This design comes from an exercise in tuning for small area on the open sky130 flow, not from production work. In this exercise RTL edits were held to simulation tests only and were not proved equivalent to the original. Power figures rest on the tool's default switching activity, not on a simulated workload.

Design column_pool_writer, start of the top module:
module column_pool_writer #(
    parameter int IMG_ROW = 54,
    parameter int SHIFT   = 4,
    parameter int ADDR_W  = 12
) (
    input  logic                    clk,
    input  logic                    reset,
    input  logic                    frame_start,
    input  logic [ADDR_W-1:0]       base_addr,
    input  logic                    pool_en,
    input  logic [IMG_ROW-1:0]      in_done,
    input  logic [IMG_ROW*16-1:0]   in_value,
    output logic                    wr_en,
    output logic [ADDR_W-1:0]       wr_addr,
    output logic [IMG_ROW*8-1:0]    wr_data,
    output logic                    busy,
    output logic                    overrun
);
Size: ~3500 cells after synthesis, about 950 flip-flops, about 1400 I/O pins.
export LEC_CHECK = 0
export CAP_MARGIN = 20
export CORE_AREA = 5 5 795 185
export DIE_AREA = 0 0 800 190
export PLACE_DENSITY = 0.85
export SLEW_MARGIN = 20
create_clock -name core_clock -period 6.0 [get_ports {clk}]
standard.sh (not shown) runs the stock make flow with config.mk's settings and CLKGATE_MAP_FILE= SYNTH_SCRIPT=/design/flow/synth_recipe.tcl, a recipe that flattens the netlist after the stock synthesis.
==> flow/flow/run.sh <==
#!/bin/bash
# Own layout flow: the standard flow (standard.sh) with three changes:
#  - synthesis maps logic with an area-oriented ABC script (flow/area.abc);
#  - the port buffers that global placement inserts are buf_1 cells;
#  - clock tree synthesis uses smaller buffers and no dummy loads.
# Each tool's output is logged under orfs/logs/ (ORFS), plus make's output in
# flow_make.log here.
set -euo pipefail
W=$(pwd)
F=$W/flow
cat "$F/abc_hook.tcl" "$W/synth_recipe.tcl" > "$W/own_synth.tcl"
sed "s#SYNTH_SCRIPT=[^ ]*#SYNTH_SCRIPT=$W/own_synth.tcl#" "$W/standard.sh" > "$W/own_standard.sh"
grep -q "SYNTH_SCRIPT=$W/own_synth.tcl" "$W/own_standard.sh"
export MY_ABC_SCRIPT=$F/area.abc
export CTS_ARGS="-sink_clustering_enable -repair_clock_nets -dont_use_dummy_load -buf_list sky130_fd_sc_hd__clkbuf_16 -sink_clustering_size 24 -sink_clustering_max_diameter 80"
export BUFFER_PORTS_ARGS="-buffer_cell sky130_fd_sc_hd__buf_1"
bash "$W/own_standard.sh" > "$W/flow_make.log" 2>&1
==> flow/flow/abc_hook.tcl <==
proc abc {args} {
  set i [lsearch -exact $args -script]
  if {$i >= 0} { lset args [expr {$i + 1}] $::env(MY_ABC_SCRIPT) }
  yosys abc {*}$args
}
==> flow/flow/area.abc <==
&get -n
&st
&synch2 -K 8
&dch -f
&nf -R 1000 -p -C 32
&put
The first run passed the timing, DRC and antenna checks.
Edit:
==> flow/flow/area.abc (replaced) <==
&get -n
&st
&synch2
&dch -f
&nf -R 1000 -p
&put
- PLACE_DENSITY: 0.85 -> not set
Design area rises by 0.41%. Worst setup slack is better by 0.20 ns. Global-route usage falls by 4.8 points. First-iteration DRC count falls by 37%. Fmax rises by 5.1%. Power falls by 2.4%. Hold slack is better by 0.090 ns. Combinational power falls by 11%. Die area does not change.

* * *

column_pool_writer again, from the RTL that the note above started with.
clock: 6.0 ns
lec_check: 0
cap_margin: 20
core_area: 5 5 945 155
die_area: 0 0 950 160
slew_margin: 20
==> flow/flow/area.abc <==
&get -n
&st
&synch2 -K 8
&dch -f
&nf -R 1000 -p -C 32
&put
Scripts as last shown in full above: flow/flow/run.sh, flow/flow/abc_hook.tcl
The baseline completed with no timing, DRC or antenna violations.
Change:
Settings changed: CORE_AREA 5 5 945 155 to 5 5 795 185, DIE_AREA 0 0 950 160 to 0 0 800 190, PLACE_DENSITY set to 0.4.
The new run finished clean.
Via count went down slightly.
Clock skew went down by 0.023 ns.
Design area stays flat.
Total power went up slightly.
Global-route usage went up by 3.1 points.
Routed wire length went up by about a fifth.
Final cell count hardly moves.
Utilization went down by 0.97 points.
Clock-buffer cell count is unchanged.
Change:
Settings changed: PLACE_DENSITY 0.4 to unset.
Result:
- wire length goes up by 6.3%
- setup slack gains 0.057 ns
- area after synthesis does not change
- die area does not change
- global-route usage climbs by 1.0 points
- via count grows by 5.1%
- clock power falls by about 2%
- final area hardly moves
- register-to-register slack gets worse by 0.14 ns
- maximum frequency grows by 1.4%
- sequential power stays flat

[static timing again, ports no longer ideal]
In the flow no input, the clock included, has a driving cell. The finished layouts below were timed again as built, in two steps.
Step 1: set_driving_cell puts a clkbuf_16 on clk and a buf_2 on each other input, an assumption about the parent block.
Step 2 adds t to the input delays and takes it off the output delays; t is the mean of the earliest and latest rising clock arrival at the registers after step 1. Input paths then give back, and output paths get back, about the clock's delay inside the block.
Slacks: ideal / step 1 / step 2; pairs: ideal / step 1.
run | t, ns | setup WS [ns] | worst slew at a driven data input, ns
the first run of note 1 | 0.726 | 1.837 / 1.771 / 1.165 | 0.27
the second run of note 1 | 0.679 | 2.041 / 2.058 / 1.383 | 0.17
the first run of note 2 | 0.691 | 1.690 / 1.731 / 1.040 | 0.16
the second run of note 2 | 0.728 | 1.894 / 1.938 / 1.210 | 0.12
the third run of note 2 | 0.701 | 1.951 / 1.950 / 1.249 | 0.14
After both steps every run listed still meets setup and hold. The setup slack of the third run of note 2, which loses most, moves by -0.001 ns with the drivers and by -0.702 ns with both steps.
